Background: an optimization exercise with open tools, aiming at small area, a short achievable clock period and few clock cycles per item. Do not read the settings as production practice. Function was checked by simulation only, so behaviour that the tests miss may differ from the original.

==> design.v <==
`default_nettype none
package sepv_pkg;
	localparam int unsigned REG_INDEX_W = 3;
	localparam int unsigned DATA_W      = 16;
	localparam logic [REG_INDEX_W-1:0] REG_KP     = 3'd0;
	localparam logic [REG_INDEX_W-1:0] REG_KI     = 3'd1;
	localparam logic [REG_INDEX_W-1:0] REG_KD     = 3'd2;
	localparam logic [REG_INDEX_W-1:0] REG_LIMIT  = 3'd3;
	localparam logic [REG_INDEX_W-1:0] REG_TARGET = 3'd4;
	localparam logic [63:0] INV_TWO_PI_Q32 = 64'd683565276;
	localparam logic [63:0] HALF_PI_Q30    = 64'd1686629713;
	localparam logic [19:0] US_PER_SECOND  = 20'd1000000;
	localparam logic signed [48:0] INTEGRAL_MAX = 49'sh0_7FFF_FFFF_FFFF;
	localparam logic [14:0] LIMIT_RESET = 15'd32767;
endpackage
`default_nettype wire
`default_nettype none
module sine_error_pid_velocity (
	input  wire                     clk,
	input  wire                     arst_n,
	input  wire                     item_valid,
	output logic                    item_stall,
	input  wire signed [14:0]       roll_angle,
	input  wire        [19:0]       elapsed_us,
	output logic                    result_valid,
	input  wire                     result_stall,
	output logic signed [15:0]      wheel_velocity,
	output logic                    limited,
	input  wire                     write_enable,
	input  wire [sepv_pkg::REG_INDEX_W-1:0] reg_index,
	input  wire [sepv_pkg::DATA_W-1:0]      write_data
);
	localparam int SINE_TABLE_BITS = 10;
	localparam int QUARTER = 1 << SINE_TABLE_BITS;
	localparam int AW = SINE_TABLE_BITS + 1;
	localparam logic [63:0] PHASE_RND = 64'd1 << (41 - SINE_TABLE_BITS);
	logic [14:0] SINE_ROM [0:QUARTER];
	initial $readmemh("sine_rom.hex", SINE_ROM);
	localparam logic [3:0] ST_IDLE  = 4'd0;
	localparam logic [3:0] ST_PHASE = 4'd1;
	localparam logic [3:0] ST_ROM   = 4'd2;
	localparam logic [3:0] ST_SINE  = 4'd3;
	localparam logic [3:0] ST_MP    = 4'd4;
	localparam logic [3:0] ST_ME    = 4'd5;
	localparam logic [3:0] ST_MI    = 4'd6;
	localparam logic [3:0] ST_DI    = 4'd7;
	localparam logic [3:0] ST_ADDI  = 4'd8;
	localparam logic [3:0] ST_MD1   = 4'd9;
	localparam logic [3:0] ST_MD2   = 4'd10;
	localparam logic [3:0] ST_DD    = 4'd11;
	localparam logic [3:0] ST_ADDD  = 4'd12;
	localparam logic [3:0] ST_FIN   = 4'd13;
	logic [3:0]  state_q;
	logic [5:0]  cnt_q;
	logic        result_valid_q;
	logic [15:0] kp_q, ki_q, kd_q;
	logic [14:0] limit_q;
	logic signed [15:0] target_q;
	logic signed [47:0] integral_q;
	logic signed [16:0] prev_q;
	logic        roll_neg_q;
	logic [19:0] dt_q;
	logic [AW-1:0] addr_q;
	logic        sin_neg_q;
	logic [14:0] rom_q;
	logic signed [16:0] err_q;
	logic signed [17:0] de_q;
	logic        ineg_q;
	logic [63:0] mul_a_q;
	logic [19:0] mul_b_q;
	logic [63:0] prod_q;
	logic [63:0] div_n_q;
	logic [19:0] div_d_q;
	logic [19:0] div_r_q;
	logic signed [55:0] sum_q;
	logic signed [15:0] vel_q;
	logic        lim_q;
	logic accept, mul_done, fire;
	logic [14:0] roll_mag;
	logic [63:0] phase_w;
	logic [SINE_TABLE_BITS-1:0] idx_w;
	logic [1:0] quad_w;
	logic signed [15:0] sin_w;
	logic signed [16:0] err_w;
	logic [16:0] err_w_mag;
	logic [16:0] err_mag;
	logic [17:0] de_mag;
	logic signed [48:0] acc_w, acc_sat;
	logic [47:0] acc_mag;
	logic [20:0] div_t;
	logic div_ge;
	logic [19:0] div_r_next;
	logic [54:0] sum_mag;
	logic [33:0] round_w;
	logic        over_w;
	logic [14:0] mag_w;
	assign accept   = item_valid && !item_stall;
	assign item_stall = state_q != ST_IDLE;
	assign mul_done = mul_b_q == '0;
	assign fire     = state_q == ST_FIN && (!result_valid_q || !result_stall);
	assign roll_mag = roll_angle[14] ? 15'(-roll_angle) : roll_angle;
	assign phase_w  = prod_q + PHASE_RND;
	assign idx_w    = phase_w[42-SINE_TABLE_BITS +: SINE_TABLE_BITS];
	assign quad_w   = phase_w[43:42];
	assign sin_w     = sin_neg_q ? -$signed({1'b0, rom_q}) : $signed({1'b0, rom_q});
	assign err_w     = 17'(target_q) - 17'(sin_w);
	assign err_w_mag = err_w[16] ? 17'(-err_w) : err_w;
	assign err_mag   = err_q[16] ? 17'(-err_q) : err_q;
	assign de_mag    = de_q[17] ? 18'(-de_q) : de_q;
	assign acc_w = 49'(integral_q) + (err_q[16] ? -$signed({12'd0, prod_q[36:0]})
		: $signed({12'd0, prod_q[36:0]}));
	always_comb begin
		priority if (acc_w > sepv_pkg::INTEGRAL_MAX)
			acc_sat = sepv_pkg::INTEGRAL_MAX;
		else if (acc_w < -sepv_pkg::INTEGRAL_MAX)
			acc_sat = -sepv_pkg::INTEGRAL_MAX;
		else
			acc_sat = acc_w;
	end
	assign acc_mag = acc_sat[48] ? 48'(-acc_sat) : acc_sat[47:0];
	assign div_t      = {div_r_q, div_n_q[63]};
	assign div_ge     = div_t >= {1'b0, div_d_q};
	assign div_r_next = div_ge ? 20'(div_t - {1'b0, div_d_q}) : div_t[19:0];
	assign sum_mag = sum_q[55] ? 55'(-sum_q) : sum_q[54:0];
	assign round_w = 34'((56'(sum_mag) + 56'd2097152) >> 22);
	assign over_w  = round_w > 34'(limit_q);
	assign mag_w   = over_w ? limit_q : round_w[14:0];
	always_ff @(posedge clk or negedge arst_n) begin
		if (!arst_n) begin
			state_q        <= ST_IDLE;
			cnt_q          <= '0;
			result_valid_q <= 1'b0;
			kp_q           <= '0;
			ki_q           <= '0;
			kd_q           <= '0;
			limit_q        <= sepv_pkg::LIMIT_RESET;
			target_q       <= '0;
			integral_q     <= '0;
			prev_q         <= '0;
		end else begin
			if (write_enable) begin
				unique case (reg_index)
					sepv_pkg::REG_KP:     kp_q <= write_data;
					sepv_pkg::REG_KI:     ki_q <= write_data;
					sepv_pkg::REG_KD:     kd_q <= write_data;
					sepv_pkg::REG_LIMIT:  limit_q <= write_data[14:0];
					sepv_pkg::REG_TARGET: target_q <= $signed(write_data);
					default: ;
				endcase
			end
			if (fire)
				result_valid_q <= 1'b1;
			else if (result_valid_q && !result_stall)
				result_valid_q <= 1'b0;
			unique case (state_q)
				ST_IDLE:  if (accept) state_q <= ST_PHASE;
				ST_PHASE: if (mul_done) state_q <= ST_ROM;
				ST_ROM:   state_q <= ST_SINE;
				ST_SINE: begin
					prev_q  <= err_w;
					state_q <= ST_MP;
				end
				ST_MP:    if (mul_done) state_q <= ST_ME;
				ST_ME: begin
					if (mul_done) begin
						integral_q <= acc_sat[47:0];
						state_q    <= ST_MI;
					end
				end
				ST_MI: begin
					cnt_q <= '0;
					if (mul_done) state_q <= ST_DI;
				end
				ST_DI: begin
					cnt_q <= cnt_q + 6'd1;
					if (cnt_q == 6'd63) state_q <= ST_ADDI;
				end
				ST_ADDI:  state_q <= ST_MD1;
				ST_MD1:   if (mul_done) state_q <= ST_MD2;
				ST_MD2: begin
					cnt_q <= '0;
					if (mul_done) state_q <= ST_DD;
				end
				ST_DD: begin
					cnt_q <= cnt_q + 6'd1;
					if (cnt_q == 6'd63) state_q <= ST_ADDD;
				end
				ST_ADDD:  state_q <= ST_FIN;
				ST_FIN:   if (fire) state_q <= ST_IDLE;
				default:  state_q <= ST_IDLE;
			endcase
		end
	end
	always_ff @(posedge clk)
		rom_q <= SINE_ROM[addr_q];
	always_ff @(posedge clk) begin
		if (mul_b_q != '0) begin
			if (mul_b_q[0])
				prod_q <= prod_q + mul_a_q;
			mul_a_q <= {mul_a_q[62:0], 1'b0};
			mul_b_q <= {1'b0, mul_b_q[19:1]};
		end
		if (state_q == ST_DI || state_q == ST_DD) begin
			div_r_q <= div_r_next;
			div_n_q <= {div_n_q[62:0], div_ge};
		end
		unique case (state_q)
			ST_IDLE: begin
				if (accept) begin
					roll_neg_q <= roll_angle[14];
					dt_q       <= (elapsed_us == '0) ? 20'd1 : elapsed_us;
					mul_a_q    <= sepv_pkg::INV_TWO_PI_Q32;
					mul_b_q    <= 20'(roll_mag);
					prod_q     <= '0;
				end
			end
			ST_PHASE: begin
				if (mul_done) begin
					addr_q    <= quad_w[0] ? AW'(QUARTER) - AW'(idx_w) : AW'(idx_w);
					sin_neg_q <= quad_w[1] ^ roll_neg_q;
				end
			end
			ST_SINE: begin
				err_q   <= err_w;
				de_q    <= 18'(err_w) - 18'(prev_q);
				mul_a_q <= 64'(err_w_mag);
				mul_b_q <= 20'(kp_q);
				prod_q  <= '0;
			end
			ST_MP: begin
				if (mul_done) begin
					sum_q   <= err_q[16] ? -$signed(56'(prod_q[32:0]))
						: $signed(56'(prod_q[32:0]));
					mul_a_q <= 64'(err_mag);
					mul_b_q <= dt_q;
					prod_q  <= '0;
				end
			end
			ST_ME: begin
				if (mul_done) begin
					ineg_q  <= acc_sat[48];
					mul_a_q <= 64'(acc_mag);
					mul_b_q <= 20'(ki_q);
					prod_q  <= '0;
				end
			end
			ST_MI: begin
				div_n_q <= prod_q;
				div_d_q <= sepv_pkg::US_PER_SECOND;
				div_r_q <= '0;
			end
			ST_ADDI: begin
				sum_q   <= sum_q + (ineg_q ? -$signed(56'(div_n_q[54:0]))
					: $signed(56'(div_n_q[54:0])));
				mul_a_q <= 64'(de_mag);
				mul_b_q <= 20'(kd_q);
				prod_q  <= '0;
			end
			ST_MD1: begin
				if (mul_done) begin
					mul_a_q <= prod_q;
					mul_b_q <= sepv_pkg::US_PER_SECOND;
					prod_q  <= '0;
				end
			end
			ST_MD2: begin
				div_n_q <= prod_q;
				div_d_q <= dt_q;
				div_r_q <= '0;
			end
			ST_ADDD: begin
				sum_q <= sum_q + (de_q[17] ? -$signed(56'(div_n_q[54:0]))
					: $signed(56'(div_n_q[54:0])));
			end
			ST_FIN: begin
				if (fire) begin
					vel_q <= (sum_q > 0) ? -$signed({1'b0, mag_w}) : $signed({1'b0, mag_w});
					lim_q <= over_w;
				end
			end
			default: ;
		endcase
	end
	assign result_valid   = result_valid_q;
	assign wheel_velocity = vel_q;
	assign limited        = lim_q;
endmodule
`default_nettype wire
==> sine_rom.hex <==
0000
0019
0032
004b
0065
007e
0097
00b0
00c9
00e2
00fb
0114
012e
0147
0160
0179
0192
01ab
01c4
01dd
01f7
0210
0229
0242
025b
0274
028d
02a6
02c0
02d9
02f2
030b
0324
033d
0356
036f
0388
03a1
03bb
03d4
03ed
0406
041f
0438
0451
046a
0483
049c
04b5
04ce
04e7
0500
051a
0533
054c
0565
057e
0597
05b0
05c9
05e2
05fb
0614
062d
0646
065f
0678
0691
06aa
06c3
06dc
06f5
070e
0727
0740
0759
0772
078b
07a4
07bd
07d6
07ef
0807
0820
0839
0852
086b
0884
089d
08b6
08cf
08e8
0901
0919
0932
094b
0964
097d
0996
09af
09c7
09e0
09f9
0a12
0a2b
0a44
0a5c
0a75
0a8e
0aa7
0ac0
0ad8
0af1
0b0a
0b23
0b3b
0b54
0b6d
0b85
0b9e
0bb7
0bd0
0be8
0c01
0c1a
0c32
0c4b
0c64
0c7c
0c95
0cae
0cc6
0cdf
0cf8
0d10
0d29
0d41
0d5a
0d72
0d8b
0da4
0dbc
0dd5
0ded
0e06
0e1e
0e37
0e4f
0e68
0e80
0e99
0eb1
0eca
0ee2
0efb
0f13
0f2b
0f44
0f5c
0f75
0f8d
0fa5
0fbe
0fd6
0fee
1007
101f
1037
1050
1068
1080
1099
10b1
10c9
10e1
10fa
1112
112a
1142
115a
1173
118b
11a3
11bb
11d3
11eb
1204
121c
1234
124c
1264
127c
1294
12ac
12c4
12dc
12f4
130c
1324
133c
1354
136c
1384
139c
13b4
13cc
13e4
13fb
1413
142b
1443
145b
1473
148b
14a2
14ba
14d2
14ea
1501
1519
1531
1549
1560
1578
1590
15a7
15bf
15d7
15ee
1606
161d
1635
164c
1664
167c
1693
16ab
16c2
16da
16f1
1709
1720
1737
174f
1766
177e
1795
17ac
17c4
17db
17f2
180a
1821
1838
184f
1867
187e
1895
18ac
18c3
18db
18f2
1909
1920
1937
194e
1965
197c
1993
19aa
19c1
19d8
19ef
1a06
1a1d
1a34
1a4b
1a62
1a79
1a90
1aa7
1abe
1ad4
1aeb
1b02
1b19
1b30
1b46
1b5d
1b74
1b8a
1ba1
1bb8
1bce
1be5
1bfc
1c12
1c29
1c3f
1c56
1c6c
1c83
1c99
1cb0
1cc6
1cdd
1cf3
1d0a
1d20
1d36
1d4d
1d63
1d79
1d90
1da6
1dbc
1dd3
1de9
1dff
1e15
1e2b
1e42
1e58
1e6e
1e84
1e9a
1eb0
1ec6
1edc
1ef2
1f08
1f1e
1f34
1f4a
1f60
1f76
1f8c
1fa2
1fb7
1fcd
1fe3
1ff9
200f
2024
203a
2050
2065
207b
2091
20a6
20bc
20d1
20e7
20fd
2112
2128
213d
2153
2168
217d
2193
21a8
21be
21d3
21e8
21fe
2213
2228
223d
2253
2268
227d
2292
22a7
22bc
22d2
22e7
22fc
2311
2326
233b
2350
2365
237a
238e
23a3
23b8
23cd
23e2
23f7
240b
2420
2435
244a
245e
2473
2488
249c
24b1
24c5
24da
24ef
2503
2518
252c
2541
2555
2569
257e
2592
25a6
25bb
25cf
25e3
25f8
260c
2620
2634
2648
265c
2671
2685
2699
26ad
26c1
26d5
26e9
26fd
2711
2724
2738
274c
2760
2774
2788
279b
27af
27c3
27d6
27ea
27fe
2811
2825
2838
284c
2860
2873
2886
289a
28ad
28c1
28d4
28e7
28fb
290e
2921
2935
2948
295b
296e
2981
2994
29a7
29bb
29ce
29e1
29f4
2a07
2a1a
2a2c
2a3f
2a52
2a65
2a78
2a8b
2a9d
2ab0
2ac3
2ad6
2ae8
2afb
2b0d
2b20
2b33
2b45
2b58
2b6a
2b7d
2b8f
2ba1
2bb4
2bc6
2bd8
2beb
2bfd
2c0f
2c21
2c34
2c46
2c58
2c6a
2c7c
2c8e
2ca0
2cb2
2cc4
2cd6
2ce8
2cfa
2d0c
2d1e
2d2f
2d41
2d53
2d65
2d76
2d88
2d9a
2dab
2dbd
2dcf
2de0
2df2
2e03
2e15
2e26
2e37
2e49
2e5a
2e6b
2e7d
2e8e
2e9f
2eb0
2ec2
2ed3
2ee4
2ef5
2f06
2f17
2f28
2f39
2f4a
2f5b
2f6c
2f7d
2f8d
2f9e
2faf
2fc0
2fd0
2fe1
2ff2
3002
3013
3024
3034
3045
3055
3066
3076
3087
3097
30a7
30b8
30c8
30d8
30e8
30f9
3109
3119
3129
3139
3149
3159
3169
3179
3189
3199
31a9
31b9
31c8
31d8
31e8
31f8
3207
3217
3227
3236
3246
3255
3265
3274
3284
3293
32a3
32b2
32c1
32d0
32e0
32ef
32fe
330d
331d
332c
333b
334a
3359
3368
3377
3386
3395
33a3
33b2
33c1
33d0
33df
33ed
33fc
340b
3419
3428
3436
3445
3453
3462
3470
347f
348d
349b
34aa
34b8
34c6
34d4
34e2
34f1
34ff
350d
351b
3529
3537
3545
3553
3561
356e
357c
358a
3598
35a5
35b3
35c1
35ce
35dc
35ea
35f7
3605
3612
3620
362d
363a
3648
3655
3662
366f
367d
368a
3697
36a4
36b1
36be
36cb
36d8
36e5
36f2
36ff
370c
3718
3725
3732
373f
374b
3758
3765
3771
377e
378a
3797
37a3
37b0
37bc
37c8
37d5
37e1
37ed
37f9
3805
3812
381e
382a
3836
3842
384e
385a
3866
3871
387d
3889
3895
38a1
38ac
38b8
38c3
38cf
38db
38e6
38f2
38fd
3909
3914
391f
392b
3936
3941
394c
3958
3963
396e
3979
3984
398f
399a
39a5
39b0
39bb
39c5
39d0
39db
39e6
39f0
39fb
3a06
3a10
3a1b
3a25
3a30
3a3a
3a45
3a4f
3a59
3a64
3a6e
3a78
3a82
3a8d
3a97
3aa1
3aab
3ab5
3abf
3ac9
3ad3
3add
3ae6
3af0
3afa
3b04
3b0e
3b17
3b21
3b2a
3b34
3b3e
3b47
3b50
3b5a
3b63
3b6d
3b76
3b7f
3b88
3b92
3b9b
3ba4
3bad
3bb6
3bbf
3bc8
3bd1
3bda
3be3
3bec
3bf5
3bfd
3c06
3c0f
3c17
3c20
3c29
3c31
3c3a
3c42
3c4b
3c53
3c5b
3c64
3c6c
3c74
3c7d
3c85
3c8d
3c95
3c9d
3ca5
3cad
3cb5
3cbd
3cc5
3ccd
3cd5
3cdd
3ce4
3cec
3cf4
3cfb
3d03
3d0b
3d12
3d1a
3d21
3d28
3d30
3d37
3d3f
3d46
3d4d
3d54
3d5b
3d63
3d6a
3d71
3d78
3d7f
3d86
3d8d
3d93
3d9a
3da1
3da8
3daf
3db5
3dbc
3dc2
3dc9
3dd0
3dd6
3ddd
3de3
3de9
3df0
3df6
3dfc
3e03
3e09
3e0f
3e15
3e1b
3e21
3e27
3e2d
3e33
3e39
3e3f
3e45
3e4a
3e50
3e56
3e5c
3e61
3e67
3e6c
3e72
3e77
3e7d
3e82
3e88
3e8d
3e92
3e98
3e9d
3ea2
3ea7
3eac
3eb1
3eb6
3ebb
3ec0
3ec5
3eca
3ecf
3ed4
3ed8
3edd
3ee2
3ee7
3eeb
3ef0
3ef4
3ef9
3efd
3f02
3f06
3f0a
3f0f
3f13
3f17
3f1c
3f20
3f24
3f28
3f2c
3f30
3f34
3f38
3f3c
3f40
3f43
3f47
3f4b
3f4f
3f52
3f56
3f5a
3f5d
3f61
3f64
3f68
3f6b
3f6e
3f72
3f75
3f78
3f7b
3f7f
3f82
3f85
3f88
3f8b
3f8e
3f91
3f94
3f97
3f99
3f9c
3f9f
3fa2
3fa4
3fa7
3faa
3fac
3faf
3fb1
3fb4
3fb6
3fb8
3fbb
3fbd
3fbf
3fc1
3fc4
3fc6
3fc8
3fca
3fcc
3fce
3fd0
3fd2
3fd4
3fd5
3fd7
3fd9
3fdb
3fdc
3fde
3fe0
3fe1
3fe3
3fe4
3fe6
3fe7
3fe8
3fea
3feb
3fec
3fed
3fef
3ff0
3ff1
3ff2
3ff3
3ff4
3ff5
3ff6
3ff7
3ff7
3ff8
3ff9
3ffa
3ffa
3ffb
3ffc
3ffc
3ffd
3ffd
3ffe
3ffe
3ffe
3fff
3fff
3fff
4000
4000
4000
4000
4000
4000
==> run.sh <==
#!/bin/bash
# synth_recipe.tcl (not shown) runs the flow's synth.tcl, then flattens the netlist and writes it again
# the make line also repeats each setting of config.mk as NAME=value (left out here)
make -C /OpenROAD-flow-scripts/flow DESIGN_CONFIG=/design/flow/config.mk WORK_HOME=/design/flow/orfs CLKGATE_MAP_FILE= SYNTH_SCRIPT=/design/flow/synth_recipe.tcl finish
==> config.mk <==
export PLATFORM = sky130hd
export DESIGN_NAME = sine_error_pid_velocity
export DESIGN_NICKNAME = sine_error_pid_velocity
export VERILOG_FILES = /design/flow/design.v
export SDC_FILE = /design/flow/constraint.sdc
export NUM_CORES = 4
export LEC_CHECK = 0
export CAP_MARGIN = 20
export CORE_MARGIN = 2
export CORE_UTILIZATION = 40
export SLEW_MARGIN = 20
export SYNTH_MEMORY_MAX_BITS = 32768
==> constraint.sdc <==
create_clock -name core_clock -period 10.0 [get_ports {clk}]
set_input_delay 2.0000 -clock core_clock [delete_from_list [all_inputs] [get_ports {clk}]]
set_output_delay 2.0000 -clock core_clock [all_outputs]
set_load 0.01 [all_outputs]
==> flow_summary_export.csv, run 1 <==
group,metric,value,unit
status,status,"finished clean",
worst_setup_path,crit-reg2reg-capture,"mul_a_q[46]",
clocking,postCtsSetupRepairBufs,0,
route,detailroute.via_count,55300,
clocking,cts_max_level,3,
worst_setup_path,critical-path-max-stage-delay,920,ps
route,vias_per_cell,6.54,
place,detailed_place.area,54600,sq um
worst_setup_path,cp_data_arrival_time,9870,ps
clocking,clk_pin_slew,70,ps
clocking,numCtsBuffers,72,
die,io-pin-count,78,
route,final_antenna_net_count,0,
place,gp_congestion,1.05,
synthesis,post_synth.cell_area_avg,7.65,sq um
timing,timing.final.setup_violations,0,
job,max-cap-violations,0,
layout,num-fill-cells,13100,
route,detailedRoute.firstPassIterationCount,9,
worst_setup_path,critical-path-top-cell-by-count,"sky130_fd_sc_hd__nand2_1",
synthesis,post-synth-top-area-cell,"sky130_fd_sc_hd__edfxtp_1",
worst_setup_path,cp_max_fo,9,
layout,final_cell_mix,"sky130_fd_sc_hd__nand2_1, sky130_fd_sc_hd__a21oi_1, sky130_fd_sc_hd__o21ai_0",
timing,holdWs,484,ps
worst_setup_path,crit_required,10540,ps
die,placement_rows,132,
die,initial_utilization,40.2,%
synthesis,yosysWarnings,1,
place,hpwlAfterDp,173,mm
worst_setup_path,reg2reg_setup_slack,670,ps
grt,globalRoute.totalOverflow,0,
timing,post-route-period-util,93.3,%
route,route.detailed.drc,0,
synthesis,syn_nets,7139,
timing,finClkSkew,23.5,ps
timing,clock.fmax,0.107,GHz
synthesis,synth_edf_count,226,
clocking,clock_latency_at_the_later_pin_of_the_worst_skew_pair,690,ps
timing,timing_worst_slew_pin_value,1260,ps
timing,fin_crit,9330,ps
route,route.final.wire_length,235,mm
layout,final-seq-area,14400,sq um
timing,timing_max_transition_violations_final,0,
layout,multi_input_area,35200,sq um
layout,layout.cells.most_common,"sky130_fd_sc_hd__nand2_1",
worst_hold_path,min-delay-path-class,"flip-flop to flip-flop",
clocking,ctsLongestPathBuffers,3,
route,route.detailed.wl_per_inst,27.8,um
grt,vias_in_the_first_global_route,50700,
synthesis,yosys_register_bits,564,
grt,grt_antenna_before_repair,21,
timing,final_critical_path_setup_slack,670,ps
synthesis,asyncSetResetFlopFracSynth,27.5,%
timing,finalHoldViolCount,0,
synthesis,mappedNetlistArea,52000,sq um
layout,design_area,57100,sq um
die,fp.coreArea,129000,sq um
die,die_height,365,um
worst_setup_path,setup.worst_path.start_class,"flip-flop",
worst_setup_path,critical_path.slowest_cell,"sky130_fd_sc_hd__nor4bb_1",
timing,rsz_0062_raised_after_global_routing,"false",
route,initialDrtViolationCount,7549,
layout,share_of_final_layout_standard_cells_stronger_than_drive_strength_1,7.32,%
worst_setup_path,crit_end,"mul_a_q[46]",
place,placed_cells,8315,
place,port-buffer-count,77,
worst_setup_path,crit_path_start,"prod_q[1]",
layout,fin_cells,8453,
die,die_width,365,um
synthesis,ys_top_cells_by_area,"sky130_fd_sc_hd__edfxtp_1, sky130_fd_sc_hd__dfxtp_1, sky130_fd_sc_hd__dfrtp_1",
layout,final_util,44.1,%
synthesis,netlist_instances,6803,
worst_setup_path,crit_type,"flip-flop to flip-flop",
synthesis,synth_flop_cell,"sky130_fd_sc_hd__edfxtp_1",
timing,fin_tns_setup,0,ps
place,pre_cts_slack,714,ps
worst_setup_path,worst-r2r-cell-count,31,
timing,relSlewSlack,15.5,%
grt,first_pass_grt_wire_length,341,mm
worst_setup_path,reg2reg_from,"prod_q[1]",
synthesis,synth_top_area_share,13.0,%
clocking,ctsRootBufferMaster,"sky130_fd_sc_hd__clkbuf_16",
die,design.die.area,133000,sq um
clocking,clock_sink_count,564,
synthesis,synth.lib_cells_used.distinct,97,
layout,syn2layout_area_growth,9.72,%
synthesis,fraction_of_the_yosys_area_taken_by_sequential_cells,27.6,%
grt,grt_max_degree,150,
grt,globalRouteTotalUtil,34.1,%
clocking,cts_tree,"yes",
layout,finalNetCount,6984,
worst_setup_path,setup.worst_path.end_class,"flip-flop",
layout make-up:
type	count	area share, %
antenna	3	0.0132
multi-input combinational	5536	61.6
sequential	564	25.1
timing repair buffer	248	3.66
tap	1742	3.82
clock buffer	98	3.52
inverter	226	1.49
clock inverter	36	0.737
kinds of logic (layout without fill, tap and decap cells):
kind of cell,after synthesis,count (layout),synth area share [%]
multiplexers,178,178,3.80
other,0,3,0
adder cells (fa/ha/maj),296,296,7.12
flip-flops,564,564,27.6
AND/OR/NAND/NOR,2279,2279,20.1
XOR/XNOR,436,436,7.36
AO/OA/AOI/OAI,2347,2347,29.0
buffers and inverters,703,608,5.13
worst max-delay path: cells and delay by family, from the launching register on:
family,cells,cell delay [ps]
AO/OA/AOI/OAI,7,1510
XOR/XNOR,2,660
adder cells (fa/ha/maj),3,990
buffers and inverters,4,850
flip-flops,1,390
AND/OR/NAND/NOR,15,4770
metal layers:
| metal | global-route usage, % | vias to the layer above | wire, um |
|---|---|---|---|
| li1 | - | 24800 | - |
| met1 | 45.0 | 26300 | 95800 |
| met2 | 50.6 | 3312 | 98600 |
| met3 | 7.31 | 842 | 23500 |
| met4 | 21.7 | 16 | 17300 |
| met5 | 0 | - | 112 |
Yosys cell counts, types with 39 or more instances:
cell,count
sky130_fd_sc_hd__a31oi_1,92
sky130_fd_sc_hd__and3_1,40
sky130_fd_sc_hd__nor3_1,149
sky130_fd_sc_hd__nand4_1,39
sky130_fd_sc_hd__ha_1,271
sky130_fd_sc_hd__inv_1,219
sky130_fd_sc_hd__nand2b_1,65
sky130_fd_sc_hd__o22ai_1,44
sky130_fd_sc_hd__a221oi_1,41
sky130_fd_sc_hd__edfxtp_1,226
sky130_fd_sc_hd__a311oi_1,43
sky130_fd_sc_hd__or3_1,67
sky130_fd_sc_hd__nand2_1,882
sky130_fd_sc_hd__xor2_1,165
sky130_fd_sc_hd__clkbuf_1,394
sky130_fd_sc_hd__xnor2_1,270
sky130_fd_sc_hd__nor2_1,599
sky130_fd_sc_hd__o311ai_0,41
sky130_fd_sc_hd__nand3_1,133
sky130_fd_sc_hd__and2_1,55
sky130_fd_sc_hd__o21a_1,47
sky130_fd_sc_hd__a21oi_1,617
sky130_fd_sc_hd__mux2i_1,87
sky130_fd_sc_hd__a211oi_1,96
sky130_fd_sc_hd__a21o_1,146
sky130_fd_sc_hd__o21ai_0,603
sky130_fd_sc_hd__mux2_2,84
sky130_fd_sc_hd__buf_1,76
sky130_fd_sc_hd__nor4_1,54
sky130_fd_sc_hd__o31ai_1,83
sky130_fd_sc_hd__o211ai_1,94
sky130_fd_sc_hd__nor2b_1,50
sky130_fd_sc_hd__dfxtp_1,183
sky130_fd_sc_hd__dfrtp_1,140
sequential cells by signal, summed over array words and instances, names as in the netlist, 17 cells and up:
register    count
div_n_q        64
mul_a_q        64
prod_q         64
sum_q          56
integral_q     48
div_d_q        20
div_r_q        20
dt_q           20
mul_b_q        20
de_q           18
err_q          17
prev_q         17
repair_timing:
action                                 in CTS  in global routing
endpoints found under the hold margin       0                  0
hold buffers                                0                  0
resized for setup                           0                  2
setup endpoints to repair                   0                  7
worst min-delay path by stage:
stage | from | cells past startpoint | slack (ps) | end
after global routing | prev_q[1] | 2 | 500 | prev_q[1]
after CTS | prev_q[1] | 2 | 480 | prev_q[1]
final | prev_q[14] | 2 | 480 | prev_q[14]
after detailed placement | ki_q[12] | 2 | 470 | mul_b_q[12]
after floorplan | dt_q[19] | 1 | 440 | mul_b_q[19]
after global placement | prev_q[2] | 2 | 460 | prev_q[2]
Testbench counts, summed over its fixed seeds: cycles 348,903, items 1,600.
==> run 2: changes to the inputs <==
==> design.v (replaced) <==
`default_nettype none
package sepv_pkg;
	localparam int unsigned REG_INDEX_W = 3;
	localparam int unsigned DATA_W      = 16;
	localparam logic [REG_INDEX_W-1:0] REG_KP     = 3'd0;
	localparam logic [REG_INDEX_W-1:0] REG_KI     = 3'd1;
	localparam logic [REG_INDEX_W-1:0] REG_KD     = 3'd2;
	localparam logic [REG_INDEX_W-1:0] REG_LIMIT  = 3'd3;
	localparam logic [REG_INDEX_W-1:0] REG_TARGET = 3'd4;
	localparam logic [63:0] INV_TWO_PI_Q32 = 64'd683565276;
	localparam logic [63:0] HALF_PI_Q30    = 64'd1686629713;
	localparam logic [19:0] US_PER_SECOND  = 20'd1000000;
	localparam logic signed [48:0] INTEGRAL_MAX = 49'sh0_7FFF_FFFF_FFFF;
	localparam logic [14:0] LIMIT_RESET = 15'd32767;
endpackage
`default_nettype wire
`default_nettype none
module sine_error_pid_velocity (
	input  wire                     clk,
	input  wire                     arst_n,
	input  wire                     item_valid,
	output logic                    item_stall,
	input  wire signed [14:0]       roll_angle,
	input  wire        [19:0]       elapsed_us,
	output logic                    result_valid,
	input  wire                     result_stall,
	output logic signed [15:0]      wheel_velocity,
	output logic                    limited,
	input  wire                     write_enable,
	input  wire [sepv_pkg::REG_INDEX_W-1:0] reg_index,
	input  wire [sepv_pkg::DATA_W-1:0]      write_data
);
	localparam int QUARTER = 1024;
	localparam int SPS  = 2;           
	localparam int NS   = 11;          
	localparam int LAT  = 24;          
	localparam int CAP  = LAT + 3;     
	localparam int FD   = CAP - 1;     
	localparam int PW   = 5;           
	logic [14:0] SINE_ROM [0:QUARTER];
	initial $readmemh("sine_rom.hex", SINE_ROM);
	logic [15:0] kp_q, ki_q, kd_q;
	logic [14:0] limit_q;
	logic signed [15:0] target_q;
	logic signed [47:0] integral_q;
	logic signed [16:0] prev_q;
	logic [PW-1:0] cnt_q;           
	logic          stall_q;
	logic          accept, handover;
	logic [PW-1:0] cnt_n;
	logic [LAT:0]  v_q;             
	assign accept     = item_valid && !stall_q;
	assign handover   = result_valid && !result_stall;
	assign cnt_n      = cnt_q + PW'(accept) - PW'(handover);
	assign item_stall = stall_q;
	logic [14:0] s0_m;
	logic        s0_rs;
	logic [19:0] s0_dt;
	logic [31:0] s1_ph;
	logic        s1_rs;
	logic [19:0] s1_dt;
	logic [11:0] s1_p;
	logic [10:0] s2_addr;
	logic        s2_neg;
	logic [19:0] s2_dt;
	assign s1_p = s1_ph[30:19];
	logic [14:0] s3_rom;
	logic        s3_neg;
	logic [19:0] s3_dt;
	logic signed [16:0] s3_err;
	logic signed [17:0] s3_de;
	assign s3_err = s3_neg ? 17'(target_q) + $signed({2'b0, s3_rom})
		: 17'(target_q) - $signed({2'b0, s3_rom});
	assign s3_de  = 18'(s3_err) - 18'(prev_q);
	logic [15:0] s4_ea;
	logic        s4_es, s4_ds;
	logic [16:0] s4_da;
	logic [19:0] s4_dt;
	logic [35:0] s5_E;
	logic [32:0] s5_N;
	logic        s5_es;
	logic [19:0] s5_dt;
	logic signed [48:0] s6_E;
	logic [46:0] s6_Nd;
	logic [19:0] s6_dt;
	logic signed [48:0] s6_acc;
	logic               s6_hi, s6_lo;
	logic signed [47:0] s6_sat;
	logic signed [47:0] s7_acc;
	assign s6_acc = 49'(integral_q) + s6_E;
	assign s6_hi  = !s6_acc[48] && s6_acc[47];
	assign s6_lo  = s6_acc[48] && (!s6_acc[47] || s6_acc[46:0] == '0);
	assign s6_sat = s6_hi ? 48'sh7FFF_FFFF_FFFF : s6_lo ? -48'sh7FFF_FFFF_FFFF : s6_acc[47:0];
	logic [46:0] s8_A;
	logic [31:0] s9_X0, s9_X1;
	logic [30:0] s9_X2;
	logic [62:0] s9_X;
	assign s9_X = 63'(s9_X0) + (63'(s9_X1) << 16) + (63'(s9_X2) << 32);
	logic [21:5]        es_q;       
	logic [21:5][15:0]  ea_q;       
	logic [21:5]        ds_q;       
	logic [21:8]        as_q;       
	logic [NS:0]        dv_ovf;
	logic [NS:0][19:0]  dv_r;
	logic [NS:0][43:0]  dv_w;       
	logic [NS:0][19:0]  dv_d;
	logic [NS:0][21:0]  dv_d3;
	logic [NS-1:0][19:0] dn_r;
	logic [NS-1:0][43:0] dn_w;
	logic [43:0] qd19, qd20, qd21;
	logic [NS:0][13:0]  iv_r;
	logic [NS:0][43:0]  iv_w;
	logic [NS-1:0][13:0] in_r;
	logic [NS-1:0][43:0] in_w;
	always_comb begin
		logic [19:0] rd;
		logic [43:0] wd;
		logic [21:0] td;
		logic [22:0] d1, d2, d3;
		logic [13:0] ri;
		logic [43:0] wi;
		logic [15:0] ti;
		int j;
		td = '0;
		d1 = '0;
		d2 = '0;
		d3 = '0;
		ti = '0;
		for (int k = 0; k < NS; k++) begin
			rd = dv_r[k];
			wd = dv_w[k];
			ri = iv_r[k];
			wi = iv_w[k];
			for (int t = 0; t < SPS; t++) begin
				j = 42 - 2 * (k * SPS + t);
				td = {rd, wd[j+1], wd[j]};
				d1 = {1'b0, td} - {3'b0, dv_d[k]};
				d2 = {1'b0, td} - {2'b0, dv_d[k], 1'b0};
				d3 = {1'b0, td} - {1'b0, dv_d3[k]};
				if (!d3[22]) begin
					rd = d3[19:0];
					wd[j+1] = 1'b1;
					wd[j] = 1'b1;
				end else if (!d2[22]) begin
					rd = d2[19:0];
					wd[j+1] = 1'b1;
					wd[j] = 1'b0;
				end else if (!d1[22]) begin
					rd = d1[19:0];
					wd[j+1] = 1'b0;
					wd[j] = 1'b1;
				end else begin
					rd = td[19:0];
					wd[j+1] = 1'b0;
					wd[j] = 1'b0;
				end
				ti = {ri, wi[j+1], wi[j]};
				if (ti >= 16'd46875) begin
					ri = 14'(ti - 16'd46875);
					wi[j+1] = 1'b1;
					wi[j] = 1'b1;
				end else if (ti >= 16'd31250) begin
					ri = 14'(ti - 16'd31250);
					wi[j+1] = 1'b1;
					wi[j] = 1'b0;
				end else if (ti >= 16'd15625) begin
					ri = 14'(ti - 16'd15625);
					wi[j+1] = 1'b0;
					wi[j] = 1'b1;
				end else begin
					ri = ti[13:0];
					wi[j+1] = 1'b0;
					wi[j] = 1'b0;
				end
			end
			dn_r[k] = rd;
			dn_w[k] = wd;
			in_r[k] = ri;
			in_w[k] = wi;
		end
	end
	logic signed [32:0] s21_P;
	logic [43:0] s21_qD;
	logic signed [46:0] s22_sum;
	logic [43:0] s21_qI;
	assign s21_qI = iv_w[NS];
	logic [45:0] s22_mag;
	logic [23:0] s23_r;
	logic        s23_neg;
	assign s22_mag = s22_sum[46] ? 46'(-s22_sum) : s22_sum[45:0];
	logic        s23_over;
	logic [14:0] s23_lim;
	logic [16:0] s24_d;
	assign s23_over = s23_r > 24'(limit_q);
	assign s23_lim  = s23_over ? limit_q : s23_r[14:0];
	logic [FD-1:0][16:0] fifo_q;
	logic [PW-1:0] wptr_q, rptr_q;
	logic [PW:0]   fcnt_q;
	logic          out_v_q;
	logic [16:0]   out_d_q;
	logic          in_v, load, from_fifo, to_fifo;
	assign in_v      = v_q[LAT];
	assign load      = !out_v_q || !result_stall;
	assign from_fifo = load && fcnt_q != '0;
	assign to_fifo   = in_v && !(load && fcnt_q == '0);
	assign result_valid   = out_v_q;
	assign wheel_velocity = out_d_q[16:1];
	assign limited        = out_d_q[0];
	always_ff @(posedge clk or negedge arst_n) begin
		if (!arst_n) begin
			kp_q       <= '0;
			ki_q       <= '0;
			kd_q       <= '0;
			limit_q    <= sepv_pkg::LIMIT_RESET;
			target_q   <= '0;
			integral_q <= '0;
			prev_q     <= '0;
			cnt_q      <= '0;
			stall_q    <= 1'b0;
			v_q        <= '0;
			wptr_q     <= '0;
			rptr_q     <= '0;
			fcnt_q     <= '0;
			out_v_q    <= 1'b0;
		end else begin
			if (write_enable) begin
				unique case (reg_index)
					sepv_pkg::REG_KP:     kp_q <= write_data;
					sepv_pkg::REG_KI:     ki_q <= write_data;
					sepv_pkg::REG_KD:     kd_q <= write_data;
					sepv_pkg::REG_LIMIT:  limit_q <= write_data[14:0];
					sepv_pkg::REG_TARGET: target_q <= $signed(write_data);
					default: ;
				endcase
			end
			cnt_q   <= cnt_n;
			stall_q <= cnt_n == PW'(CAP);
			v_q     <= {v_q[LAT-1:0], accept};
			if (v_q[3])
				prev_q <= s3_err;
			if (v_q[6])
				integral_q <= s6_sat;
			if (to_fifo)
				wptr_q <= (wptr_q == PW'(FD - 1)) ? '0 : wptr_q + 1'b1;
			if (from_fifo)
				rptr_q <= (rptr_q == PW'(FD - 1)) ? '0 : rptr_q + 1'b1;
			fcnt_q <= fcnt_q + (PW+1)'(to_fifo) - (PW+1)'(from_fifo);
			if (load)
				out_v_q <= from_fifo || in_v;
		end
	end
	always_ff @(posedge clk) begin
		s0_m  <= roll_angle[14] ? 15'(-roll_angle) : roll_angle;
		s0_rs <= roll_angle[14];
		s0_dt <= (elapsed_us == '0) ? 20'd1 : elapsed_us;
		s1_ph <= 32'(s0_m) * 32'd83443 + 32'd262656;
		s1_rs <= s0_rs;
		s1_dt <= s0_dt;
		s2_addr <= s1_p[10] ? 11'(QUARTER) - 11'(s1_p[9:0]) : 11'(s1_p[9:0]);
		s2_neg  <= s1_p[11] ^ s1_rs;
		s2_dt   <= s1_dt;
		s3_rom <= SINE_ROM[s2_addr];
		s3_neg <= s2_neg;
		s3_dt  <= s2_dt;
		s4_es <= s3_err[16];
		s4_ea <= s3_err[16] ? 16'(-s3_err) : 16'(s3_err);
		s4_ds <= s3_de[17];
		s4_da <= s3_de[17] ? 17'(-s3_de) : 17'(s3_de);
		s4_dt <= s3_dt;
		s5_E  <= 36'(s4_ea) * 36'(s4_dt);
		s5_N  <= 33'(s4_da) * 33'(kd_q);
		s5_es <= s4_es;
		s5_dt <= s4_dt;
		s6_E  <= s5_es ? -$signed(49'(s5_E)) : $signed(49'(s5_E));
		s6_Nd <= 47'(s5_N) * 47'd15625;
		s6_dt <= s5_dt;
		s7_acc <= s6_sat;
		s8_A <= s7_acc[47] ? 47'(-s7_acc) : s7_acc[46:0];
		s9_X0 <= 32'(s8_A[15:0]) * 32'(ki_q);
		s9_X1 <= 32'(s8_A[31:16]) * 32'(ki_q);
		s9_X2 <= 31'(s8_A[46:32]) * 31'(ki_q);
		es_q[5] <= s4_es;
		ea_q[5] <= s4_ea;
		ds_q[5] <= s4_ds;
		as_q[8] <= s7_acc[47];
		for (int s = 6; s <= 21; s++) begin
			es_q[s] <= es_q[s-1];
			ea_q[s] <= ea_q[s-1];
			ds_q[s] <= ds_q[s-1];
		end
		for (int s = 9; s <= 21; s++)
			as_q[s] <= as_q[s-1];
		dv_ovf[0] <= s6_Nd[46:38] >= s6_dt;
		dv_r[0]   <= 20'(s6_Nd[46:38]);
		dv_w[0]   <= {s6_Nd[37:0], 6'd0};
		dv_d[0]   <= s6_dt;
		dv_d3[0]  <= 22'(s6_dt) * 22'd3;
		for (int k = 0; k < NS; k++) begin
			dv_ovf[k+1] <= dv_ovf[k];
			dv_r[k+1]   <= dn_r[k];
			dv_w[k+1]   <= dn_w[k];
			dv_d[k+1]   <= dv_d[k];
			dv_d3[k+1]  <= dv_d3[k];
		end
		qd19 <= dv_ovf[NS] ? '1 : dv_w[NS];
		qd20 <= qd19;
		qd21 <= qd20;
		iv_r[0] <= 14'(s9_X[62:50]);
		iv_w[0] <= s9_X[49:6];
		for (int k = 0; k < NS; k++) begin
			iv_r[k+1] <= in_r[k];
			iv_w[k+1] <= in_w[k];
		end
		s21_P  <= es_q[20] ? -$signed(33'(32'(ea_q[20]) * 32'(kp_q)))
			: $signed(33'(32'(ea_q[20]) * 32'(kp_q)));
		s22_sum <= 47'(s21_P)
			+ (as_q[21] ? -$signed(47'(s21_qI)) : $signed(47'(s21_qI)))
			+ (ds_q[21] ? -$signed(47'(qd21)) : $signed(47'(qd21)));
		s23_r   <= 24'((47'(s22_mag) + 47'd2097152) >> 22);
		s23_neg <= s22_sum > 0;
		s24_d <= {s23_neg ? -$signed({1'b0, s23_lim}) : $signed({1'b0, s23_lim}), s23_over};
		for (int i = 0; i < FD; i++)
			if (to_fifo && wptr_q == PW'(i))
				fifo_q[i] <= s24_d;
		if (load)
			out_d_q <= from_fifo ? fifo_q[rptr_q] : s24_d;
	end
endmodule
`default_nettype wire
==> flow_summary_export.csv, run 2 <==
group,metric,value,unit
die,io-pin-count,78,
timing,fin_tns_setup,0,ps
grt,first_pass_grt_wire_length,1170,mm
timing,finalHoldViolCount,0,
route,route.detailed.drc,0,
route,vias_per_cell,5.51,
synthesis,synth_edf_count,459,
synthesis,synth.lib_cells_used.distinct,106,
clocking,clk_pin_slew,60,ps
synthesis,post-synth-top-area-cell,"sky130_fd_sc_hd__dfxtp_1",
worst_setup_path,cp_max_fo,30,
synthesis,yosysWarnings,1,
worst_hold_path,worst_hold_path.num_cells,0,
worst_setup_path,crit-reg2reg-capture,"dv_r[41]",
synthesis,post_synth.cell_area_avg,9.14,sq um
worst_setup_path,crit_type,"flip-flop to flip-flop",
worst_setup_path,critical-path-top-cell-by-count,"sky130_fd_sc_hd__nand2_1",
grt,vias_in_the_first_global_route,202000,
layout,final_cell_mix,"sky130_fd_sc_hd__inv_1, sky130_fd_sc_hd__dfxtp_1, sky130_fd_sc_hd__ha_1",
clocking,holdBufCountCts,0,
worst_setup_path,cp_data_arrival_time,9270,ps
synthesis,yosys_register_bits,3606,
synthesis,synth-compound-area-share,17.3,%
place,hpwlAfterDp,586,mm
timing,timing_worst_slew_pin_value,1200,ps
clocking,clock_sink_count,3606,
route,initialDrtViolationCount,15800,
worst_setup_path,setup.worst_path.start_class,"flip-flop",
synthesis,synth_xor_area_share,6.14,%
route,final_antenna_net_count,0,
synthesis,synth_top_family_by_area,"adder cells",
route,route.detailed.wl_per_inst,20.3,um
grt,globalRouteTotalUtil,22.3,%
worst_hold_path,hold_path.startpoint,"s4_ds",
synthesis,synth_flop_cell,"sky130_fd_sc_hd__dfxtp_1",
timing,fin_crit,8460,ps
layout,syn2layout_area_growth,9.08,%
synthesis,ys_top_cells_by_area,"sky130_fd_sc_hd__dfxtp_1, sky130_fd_sc_hd__ha_1, sky130_fd_sc_hd__fa_1",
layout,largest_register_ffs,528,
timing,post-route-period-util,84.6,%
synthesis,synthTopCellsByCount,"sky130_fd_sc_hd__inv_1, sky130_fd_sc_hd__dfxtp_1, sky130_fd_sc_hd__ha_1",
worst_setup_path,reg2reg_from,"dv_d3[22]",
synthesis,synth.most_common_cell,"sky130_fd_sc_hd__inv_1",
job,max-cap-violations,0,
status,status,"finished clean",
route,detailedRoute.firstPassIterationCount,7,
synthesis,fraction_of_the_yosys_area_taken_by_sequential_cells,29.9,%
timing,finClkSkew,73.8,ps
grt,globalRoute.totalOverflow,0,
layout,share_of_final_layout_standard_cells_stronger_than_drive_strength_1,5.42,%
die,placement_rows,295,
worst_setup_path,critical-path-max-stage-delay,770,ps
layout,layout.cells.most_common,"sky130_fd_sc_hd__inv_1",
clocking,ctsRootBufferMaster,"sky130_fd_sc_hd__clkbuf_16",
layout,reg.largest.list,"iv_w (528), dv_w (464), fifo_q (442)",
synthesis,asyncSetResetFlopFracSynth,5.32,%
worst_setup_path,crit_path_start,"dv_d3[22]",
worst_setup_path,setup.worst_path.end_class,"flip-flop",
worst_setup_path,critical_path.slowest_cell,"sky130_fd_sc_hd__a2111oi_0",
worst_hold_path,hold-path-endpoint,"ds_q[5]",
synthesis,mappedNetlistArea,260000,sq um
worst_setup_path,crit_required,10810,ps
worst_setup_path,reg2reg_setup_slack,1540,ps
synthesis,synth_top_area_share,22.8,%
synthesis,netlist_instances,28400,
synthesis,synth_fa_ha_area_share,24.7,%
clocking,numCtsBuffers,384,
synthesis,syn_nets,32600,
synthesis,synthSimpleGateAreaFrac,13.6,%
timing,timing_max_transition_violations_final,0,
route,detailroute.via_count,204000,
clocking,postCtsSetupRepairBufs,0,
die,fp.coreArea,646000,sq um
timing,relSlewSlack,19.2,%
worst_setup_path,worst-r2r-cell-count,28,
clocking,postCtsResizedCells,0,
timing,rsz_0062_raised_after_global_routing,"false",
grt,grt_antenna_before_repair,58,
place,port-buffer-count,77,
die,design.die.area,656000,sq um
die,die_height,810,um
die,initial_utilization,40.2,%
synthesis,muxShareOfSynthArea,2.52,%
layout,most_flop_heavy_register,"iv_w",
clocking,cts_max_level,5,
worst_hold_path,min-delay-path-class,"flip-flop to flip-flop",
timing,holdWs,282,ps
clocking,clock_latency_at_the_later_pin_of_the_worst_skew_pair,1030,ps
clocking,ctsLongestPathBuffers,4,
route,route.final.wire_length,755,mm
timing,timing.final.setup_violations,0,
die,die_width,810,um
layout,finalNetCount,32300,
place,gp_congestion,0.948,
timing,clock.fmax,0.118,GHz
grt,grt_max_degree,184,
clocking,cts_tree,"yes",
-- run 2: critical path: cells and delay by family, from the launching register on --
kind,cells,cell delay [ps]
AO/OA/AOI/OAI,14,4130
adder cells (fa/ha/maj),3,1050
buffers and inverters,3,650
flip-flops,1,480
AND/OR/NAND/NOR,8,1970
-- run 2: area by class of cell --
class,instances,area (sq um)
Clock buffer,531,11000
Sequential cell,3606,77800
Multi-Input combinational cell,20800,167000
Clock inverter,180,2380
Tap cell,8613,10800
Inverter,2984,11200
Timing Repair Buffer,352,2850
Fill cell,62500,363000
Antenna cell,32,80.1
-- run 2: worst max path at each step --
stage	to
2_1_floorplan	s21_P[32]
3_3_place_gp	dv_r[101]
3_5_place_dp	dv_r[43]
4_1_cts	dv_r[48]
5_1_grt	dv_r[41]
6_report	dv_r[41]
-- run 2: logic make-up (layout without fill, tap and decap cells) --
| family | after synthesis | count (layout) |
|---|---|---|
| compound gates | 6882 | 6882 |
| xor+xnor | 1819 | 1819 |
| fa+ha+maj | 4204 | 4204 |
| buf+inv | 3993 | 4047 |
| flops | 3606 | 3606 |
| mux | 478 | 478 |
| other cells | 0 | 32 |
| simple gates | 7414 | 7414 |
-- run 2: through the flow --
step	instances	setup WS, ps	util [%]	instance area (sq um)
floorplan	28400	2680	-	260000
global route	37100	834	43.8	283000
finish	37100	1540	43.8	283000
global placement	36400	1510	41.8	270000
detailed placement	36400	1420	41.8	270000
CTS	37100	1370	43.8	283000
-- run 2: per-layer routing --
layer  track usage, %  wire length [um]
met4             8.08             30100
met5                0               472
met1             30.2            334000
met3             2.48             43300
met2             36.8            347000
Testbench counts of run 2, summed over its fixed seeds: cycles 2,016, items 1,600.
==> run 3: changes to the inputs <==
--- a/design.v
+++ b/design.v
@@ -35,3 +35,3 @@
 	localparam int NS   = 11;          
-	localparam int LAT  = 24;          
+	localparam int LAT  = 20;          
 	localparam int CAP  = LAT + 3;     
@@ -44,5 +44,5 @@
 	logic signed [15:0] target_q;
-	logic signed [47:0] integral_q;
+	logic signed [47:0] integral_q;     
 	logic signed [16:0] prev_q;
-	logic [PW-1:0] cnt_q;           
+	logic [PW-1:0] cnt_q;               
 	logic          stall_q;
@@ -50,3 +50,3 @@
 	logic [PW-1:0] cnt_n;
-	logic [LAT:0]  v_q;             
+	logic [LAT:0]  v_q;                 
 	assign accept     = item_valid && !stall_q;
@@ -62,42 +62,40 @@
 	logic [11:0] s1_p;
-	logic [10:0] s2_addr;
+	logic [10:0] s1_addr;
+	logic [14:0] s2_rom;
 	logic        s2_neg;
 	logic [19:0] s2_dt;
-	assign s1_p = s1_ph[30:19];
-	logic [14:0] s3_rom;
-	logic        s3_neg;
-	logic [19:0] s3_dt;
+	assign s1_p    = s1_ph[30:19];
+	assign s1_addr = s1_p[10] ? 11'(QUARTER) - 11'(s1_p[9:0]) : 11'(s1_p[9:0]);
+	logic signed [16:0] s2_err;
+	logic signed [17:0] s2_de;
 	logic signed [16:0] s3_err;
-	logic signed [17:0] s3_de;
-	assign s3_err = s3_neg ? 17'(target_q) + $signed({2'b0, s3_rom})
-		: 17'(target_q) - $signed({2'b0, s3_rom});
-	assign s3_de  = 18'(s3_err) - 18'(prev_q);
-	logic [15:0] s4_ea;
-	logic        s4_es, s4_ds;
-	logic [16:0] s4_da;
+	logic        s3_ds;
+	logic [16:0] s3_da;
+	logic [19:0] s3_dt;
+	assign s2_err = s2_neg ? 17'(target_q) + $signed({2'b0, s2_rom})
+		: 17'(target_q) - $signed({2'b0, s2_rom});
+	assign s2_de  = 18'(s2_err) - 18'(prev_q);
+	logic signed [37:0] s4_E;
+	logic [32:0] s4_N;
 	logic [19:0] s4_dt;
-	logic [35:0] s5_E;
-	logic [32:0] s5_N;
-	logic        s5_es;
+	logic signed [48:0] s4_acc;
+	logic               s4_hi, s4_lo;
+	logic signed [47:0] s4_sat;
+	logic [46:0] s5_Nd;
 	logic [19:0] s5_dt;
-	logic signed [48:0] s6_E;
-	logic [46:0] s6_Nd;
-	logic [19:0] s6_dt;
-	logic signed [48:0] s6_acc;
-	logic               s6_hi, s6_lo;
-	logic signed [47:0] s6_sat;
-	logic signed [47:0] s7_acc;
-	assign s6_acc = 49'(integral_q) + s6_E;
-	assign s6_hi  = !s6_acc[48] && s6_acc[47];
-	assign s6_lo  = s6_acc[48] && (!s6_acc[47] || s6_acc[46:0] == '0);
-	assign s6_sat = s6_hi ? 48'sh7FFF_FFFF_FFFF : s6_lo ? -48'sh7FFF_FFFF_FFFF : s6_acc[47:0];
-	logic [46:0] s8_A;
-	logic [31:0] s9_X0, s9_X1;
-	logic [30:0] s9_X2;
-	logic [62:0] s9_X;
-	assign s9_X = 63'(s9_X0) + (63'(s9_X1) << 16) + (63'(s9_X2) << 32);
-	logic [21:5]        es_q;       
-	logic [21:5][15:0]  ea_q;       
-	logic [21:5]        ds_q;       
-	logic [21:8]        as_q;       
+	assign s4_acc = 49'(integral_q) + 49'(s4_E);
+	assign s4_hi  = !s4_acc[48] && s4_acc[47];
+	assign s4_lo  = s4_acc[48] && (!s4_acc[47] || s4_acc[46:0] == '0);
+	assign s4_sat = s4_hi ? 48'sh7FFF_FFFF_FFFF : s4_lo ? -48'sh7FFF_FFFF_FFFF : s4_acc[47:0];
+	logic [46:0] s5_u;
+	logic [27:0] s6_X0, s6_X1, s6_X2;
+	logic [26:0] s6_X3;
+	logic        s6_as;
+	logic [62:0] s6_X;
+	assign s5_u = integral_q[46:0] ^ {47{integral_q[47]}};
+	assign s6_X = 63'(s6_X0) + (63'(s6_X1) << 12) + (63'(s6_X2) << 24) + (63'(s6_X3) << 36)
+		+ (s6_as ? 63'(ki_q) : 63'd0);
+	logic [17:4][16:0] err_q;       
+	logic [18:4]       ds_q;        
+	logic [18:7]       as_q;        
 	logic [NS:0]        dv_ovf;
@@ -109,3 +107,3 @@
 	logic [NS-1:0][43:0] dn_w;
-	logic [43:0] qd19, qd20, qd21;
+	logic [43:0] qd18;
 	logic [NS:0][13:0]  iv_r;
@@ -181,16 +179,17 @@
 	end
-	logic signed [32:0] s21_P;
-	logic [43:0] s21_qD;
-	logic signed [46:0] s22_sum;
-	logic [43:0] s21_qI;
-	assign s21_qI = iv_w[NS];
-	logic [45:0] s22_mag;
-	logic [23:0] s23_r;
-	logic        s23_neg;
-	assign s22_mag = s22_sum[46] ? 46'(-s22_sum) : s22_sum[45:0];
-	logic        s23_over;
-	logic [14:0] s23_lim;
-	logic [16:0] s24_d;
-	assign s23_over = s23_r > 24'(limit_q);
-	assign s23_lim  = s23_over ? limit_q : s23_r[14:0];
+	logic signed [32:0] s18_P;
+	logic [43:0] s18_qI;
+	logic signed [46:0] s19_sum;
+	assign s18_qI = iv_w[NS];
+	logic        s19_s;
+	logic [45:0] s19_x;
+	logic [23:0] s19_r;
+	logic        s19_over;
+	logic [14:0] s19_lim;
+	logic [16:0] s20_d;
+	assign s19_s    = s19_sum[46];
+	assign s19_x    = s19_sum[45:0] ^ {46{s19_s}};
+	assign s19_r    = 24'((47'(s19_x) + (s19_s ? 47'd2097153 : 47'd2097152)) >> 22);
+	assign s19_over = s19_r > 24'(limit_q);
+	assign s19_lim  = s19_over ? limit_q : s19_r[14:0];
 	logic [FD-1:0][16:0] fifo_q;
@@ -238,6 +237,6 @@
 			v_q     <= {v_q[LAT-1:0], accept};
-			if (v_q[3])
-				prev_q <= s3_err;
-			if (v_q[6])
-				integral_q <= s6_sat;
+			if (v_q[2])
+				prev_q <= s2_err;
+			if (v_q[4])
+				integral_q <= s4_sat;
 			if (to_fifo)
@@ -258,41 +257,33 @@
 		s1_dt <= s0_dt;
-		s2_addr <= s1_p[10] ? 11'(QUARTER) - 11'(s1_p[9:0]) : 11'(s1_p[9:0]);
-		s2_neg  <= s1_p[11] ^ s1_rs;
-		s2_dt   <= s1_dt;
-		s3_rom <= SINE_ROM[s2_addr];
-		s3_neg <= s2_neg;
+		s2_rom <= SINE_ROM[s1_addr];
+		s2_neg <= s1_p[11] ^ s1_rs;
+		s2_dt  <= s1_dt;
+		s3_err <= s2_err;
+		s3_ds  <= s2_de[17];
+		s3_da  <= s2_de[17] ? 17'(-s2_de) : 17'(s2_de);
 		s3_dt  <= s2_dt;
-		s4_es <= s3_err[16];
-		s4_ea <= s3_err[16] ? 16'(-s3_err) : 16'(s3_err);
-		s4_ds <= s3_de[17];
-		s4_da <= s3_de[17] ? 17'(-s3_de) : 17'(s3_de);
+		s4_E  <= 38'(s3_err) * $signed({18'd0, s3_dt});
+		s4_N  <= 33'(s3_da) * 33'(kd_q);
 		s4_dt <= s3_dt;
-		s5_E  <= 36'(s4_ea) * 36'(s4_dt);
-		s5_N  <= 33'(s4_da) * 33'(kd_q);
-		s5_es <= s4_es;
+		s5_Nd <= 47'(s4_N) * 47'd15625;
 		s5_dt <= s4_dt;
-		s6_E  <= s5_es ? -$signed(49'(s5_E)) : $signed(49'(s5_E));
-		s6_Nd <= 47'(s5_N) * 47'd15625;
-		s6_dt <= s5_dt;
-		s7_acc <= s6_sat;
-		s8_A <= s7_acc[47] ? 47'(-s7_acc) : s7_acc[46:0];
-		s9_X0 <= 32'(s8_A[15:0]) * 32'(ki_q);
-		s9_X1 <= 32'(s8_A[31:16]) * 32'(ki_q);
-		s9_X2 <= 31'(s8_A[46:32]) * 31'(ki_q);
-		es_q[5] <= s4_es;
-		ea_q[5] <= s4_ea;
-		ds_q[5] <= s4_ds;
-		as_q[8] <= s7_acc[47];
-		for (int s = 6; s <= 21; s++) begin
-			es_q[s] <= es_q[s-1];
-			ea_q[s] <= ea_q[s-1];
+		s6_X0 <= 28'(s5_u[11:0]) * 28'(ki_q);
+		s6_X1 <= 28'(s5_u[23:12]) * 28'(ki_q);
+		s6_X2 <= 28'(s5_u[35:24]) * 28'(ki_q);
+		s6_X3 <= 27'(s5_u[46:36]) * 27'(ki_q);
+		s6_as <= integral_q[47];
+		err_q[4] <= s3_err;
+		ds_q[4]  <= s3_ds;
+		as_q[7]  <= s6_as;
+		for (int s = 5; s <= 17; s++)
+			err_q[s] <= err_q[s-1];
+		for (int s = 5; s <= 18; s++)
 			ds_q[s] <= ds_q[s-1];
-		end
-		for (int s = 9; s <= 21; s++)
+		for (int s = 8; s <= 18; s++)
 			as_q[s] <= as_q[s-1];
-		dv_ovf[0] <= s6_Nd[46:38] >= s6_dt;
-		dv_r[0]   <= 20'(s6_Nd[46:38]);
-		dv_w[0]   <= {s6_Nd[37:0], 6'd0};
-		dv_d[0]   <= s6_dt;
-		dv_d3[0]  <= 22'(s6_dt) * 22'd3;
+		dv_ovf[0] <= 20'(s5_Nd[46:38]) >= s5_dt;
+		dv_r[0]   <= 20'(s5_Nd[46:38]);
+		dv_w[0]   <= {s5_Nd[37:0], 6'd0};
+		dv_d[0]   <= s5_dt;
+		dv_d3[0]  <= 22'(s5_dt) * 22'd3;
 		for (int k = 0; k < NS; k++) begin
@@ -304,7 +295,5 @@
 		end
-		qd19 <= dv_ovf[NS] ? '1 : dv_w[NS];
-		qd20 <= qd19;
-		qd21 <= qd20;
-		iv_r[0] <= 14'(s9_X[62:50]);
-		iv_w[0] <= s9_X[49:6];
+		qd18 <= dv_ovf[NS] ? '1 : dv_w[NS];
+		iv_r[0] <= 14'(s6_X[62:50]);
+		iv_w[0] <= s6_X[49:6];
 		for (int k = 0; k < NS; k++) begin
@@ -313,15 +302,13 @@
 		end
-		s21_P  <= es_q[20] ? -$signed(33'(32'(ea_q[20]) * 32'(kp_q)))
-			: $signed(33'(32'(ea_q[20]) * 32'(kp_q)));
-		s22_sum <= 47'(s21_P)
-			+ (as_q[21] ? -$signed(47'(s21_qI)) : $signed(47'(s21_qI)))
-			+ (ds_q[21] ? -$signed(47'(qd21)) : $signed(47'(qd21)));
-		s23_r   <= 24'((47'(s22_mag) + 47'd2097152) >> 22);
-		s23_neg <= s22_sum > 0;
-		s24_d <= {s23_neg ? -$signed({1'b0, s23_lim}) : $signed({1'b0, s23_lim}), s23_over};
+		s18_P <= 33'($signed(err_q[17])) * $signed({17'd0, kp_q});
+		s19_sum <= 47'(s18_P)
+			+ $signed(47'(s18_qI) ^ {47{as_q[18]}})
+			+ $signed(47'(qd18) ^ {47{ds_q[18]}})
+			+ 47'(as_q[18]) + 47'(ds_q[18]);
+		s20_d <= {(s19_sum > 0) ? -$signed({1'b0, s19_lim}) : $signed({1'b0, s19_lim}), s19_over};
 		for (int i = 0; i < FD; i++)
 			if (to_fifo && wptr_q == PW'(i))
-				fifo_q[i] <= s24_d;
+				fifo_q[i] <= s20_d;
 		if (load)
-			out_d_q <= from_fifo ? fifo_q[rptr_q] : s24_d;
+			out_d_q <= from_fifo ? fifo_q[rptr_q] : s20_d;
 	end
--- a/config.mk
+++ b/config.mk
@@ -9,3 +9,4 @@
 export CORE_MARGIN = 2
-export CORE_UTILIZATION = 40
+export CORE_UTILIZATION = 50
+export SETUP_SLACK_MARGIN = 2.5
 export SLEW_MARGIN = 20
==> flow_summary_export.csv, run 3 <==
group,metric,value,unit
worst_hold_path,hold-path-endpoint,"iv_w[322]",
clocking,holdBufCountCts,0,
grt,globalRouteTotalUtil,27.6,%
synthesis,yosysWarnings,1,
synthesis,netlist_instances,27300,
route,vias_per_cell,5.73,
layout,share_of_final_layout_standard_cells_stronger_than_drive_strength_1,7.34,%
place,detailed_place.area,257000,sq um
worst_setup_path,crit_required,10920,ps
place,hpwlAfterDp,547,mm
timing,fin_crit,7240,ps
synthesis,mappedNetlistArea,249000,sq um
grt,grt_max_degree,114,
layout,reg.largest.list,"iv_w (528), dv_w (464), fifo_q (374)",
clocking,ctsRootBufferMaster,"sky130_fd_sc_hd__clkbuf_16",
route,route.layer.met1.wl,313,mm
layout,layout.cells.most_common,"sky130_fd_sc_hd__inv_1",
layout,most_flop_heavy_register,"iv_w",
place,port-buffer-count,77,
die,fp.coreArea,497000,sq um
layout,design_area,273000,sq um
timing,relSlewSlack,21.0,%
timing,post-route-period-util,72.4,%
route,detailroute.via_count,197000,
route,route.detailed.wl_per_inst,20.7,um
place,placed_cells,33400,
timing,fin_tns_setup,0,ps
timing,timing_worst_slew_pin_value,1180,ps
timing,timing.final.setup_violations,0,
die,die_width,710,um
clocking,ctsLongestPathBuffers,4,
clocking,cts_tree,"yes",
route,route.final.wire_length,712,mm
synthesis,yosys_register_bits,3232,
timing,holdWs,292,ps
clocking,clk_pin_slew,70,ps
synthesis,asyncSetResetFlopFracSynth,5.82,%
layout,syn2layout_area_growth,9.47,%
status,status,"finished clean",
synthesis,post_synth.cell_area_avg,9.11,sq um
synthesis,synth_edf_count,391,
synthesis,synth_top_area_share,21.3,%
die,design.die.area,504000,sq um
timing,clock.fmax,0.138,GHz
route,initialDrtViolationCount,14900,
route,detailroute.wirelength.met3,38.8,mm
clocking,cts_max_level,5,
worst_setup_path,reg2reg_from,"integral_q[47]",
run 3: cell count changes after synthesis, moves of 115 or more:
| cell | previous run | this run |
|---|---|---|
| sky130_fd_sc_hd__xnor2_1 | 1198 | 1038 |
| sky130_fd_sc_hd__dfxtp_1 | 2955 | 2653 |
| sky130_fd_sc_hd__a21oi_1 | 1777 | 1514 |
| sky130_fd_sc_hd__nor2_1 | 1641 | 1517 |
| sky130_fd_sc_hd__clkbuf_1 | 913 | 772 |
| sky130_fd_sc_hd__a21o_1 | 555 | 437 |
| sky130_fd_sc_hd__o21ai_0 | 1539 | 1424 |
run 3: cell families (layout without fill, tap and decap cells):
logic type	count (synthesis)	in the layout	synth area share, %
mux	526	526	2.73
xor+xnor	1680	1680	5.93
compound gates	6442	6442	17.1
other cells	0	135	0
buf+inv	3982	4194	6.08
simple gates	7189	7190	13.8
fa+ha+maj	4269	4269	26.4
flops	3232	3232	27.9
run 3: timing repair:
item | CTS | global route
pin swaps | 18 | 54
buffers inserted | 31 | 70
gates resized for setup | 153 | 330
cloned | 2 | 5
setup endpoints to repair | 229 | 247
run 3: final cells by class:
type / instances / area (sq um) / area share (%)
Multi-Input combinational cell: 20100 / 166000 / 60.9
Antenna cell: 135 / 338 / 0.124
Sequential cell: 3232 / 69700 / 25.6
Timing Repair inverter: 1 / 7.51 / 0.00275
Tap cell: 6655 / 8330 / 3.06
Inverter: 3039 / 11400 / 4.20
Clock buffer: 458 / 9890 / 3.63
Clock inverter: 199 / 2630 / 0.965
Timing Repair Buffer: 497 / 4260 / 1.56
run 3: worst max-delay path, cell delays in order, from the launching register on:
cell and delay, ps:
sky130_fd_sc_hd__dfrtp_4 510, sky130_fd_sc_hd__buf_12 170, sky130_fd_sc_hd__buf_4 170, sky130_fd_sc_hd__xor2_2 850, sky130_fd_sc_hd__nand2_1 180, sky130_fd_sc_hd__fa_1 510
sky130_fd_sc_hd__fa_1 490, sky130_fd_sc_hd__inv_1 50, sky130_fd_sc_hd__fa_1 480, sky130_fd_sc_hd__inv_1 60, sky130_fd_sc_hd__fa_1 480, sky130_fd_sc_hd__inv_1 50
sky130_fd_sc_hd__fa_1 430, sky130_fd_sc_hd__ha_1 320, sky130_fd_sc_hd__nand2_1 70, sky130_fd_sc_hd__o21ai_0 210, sky130_fd_sc_hd__o41ai_1 780, sky130_fd_sc_hd__o211ai_1 290
sky130_fd_sc_hd__a31oi_1 340, sky130_fd_sc_hd__a21oi_1 170, sky130_fd_sc_hd__a21o_1 200, sky130_fd_sc_hd__a21oi_1 170, sky130_fd_sc_hd__xnor2_1 150
run 3: routing by layer:
metal | GRT usage, % | vias up
li1 | - | 94300
met1 | 37.2 | 95300
met2 | 45.1 | 5688
met3 | 2.93 | 1382
met4 | 11.6 | 12
met5 | 0 | -
run 3: worst max path at each step:
stage               cells past startpoint         to            from
floorplan                              30  dv_r[163]      dv_d3[154]
global placement                       31  dv_r[202]      dv_d3[198]
detailed placement                     31  dv_r[202]      dv_d3[198]
CTS                                    29  dv_r[202]       dv_d[181]
global route                           34  dv_r[187]      dv_d3[176]
finish                                 22  s6_X0[27]  integral_q[47]
Testbench counts of run 3, summed over its fixed seeds: cycles 1,952, items 1,600.

## port drivers added, routing unchanged
How much do the figures lean on ideal ports? The routed layouts below were timed once more, with nothing changed but the port constraints.
Step 1 sets driving cells, clkbuf_16 on the clock port and buf_2 on the other inputs (assumed; they add their load-dependent delay and slew).
Step 2 moves the port delays by t, midway between the first and last clock arrival at a register: inputs arrive t later, outputs are due t later. That takes back most of the time a late clock gives input paths.
a / b / c = no drivers / after step 1 / after step 2; a / b = the first two.
run | shift t [ns] | slack for setup (ns) | worst setup path after step 2 | worst data-port slew with drivers (ns) | pins driven straight from the clock port
run 1 | 0.759 | 0.670 / 0.670 / 0.670 | register to register | 0.10 | 1
run 2 | 1.135 | 1.544 / 1.544 / 1.544 | register to register | 0.12 | 1
run 3 | 1.111 | 2.757 / 2.757 / 2.757 | register to register | 0.21 | 1
After both steps setup and hold are still met in every run listed.
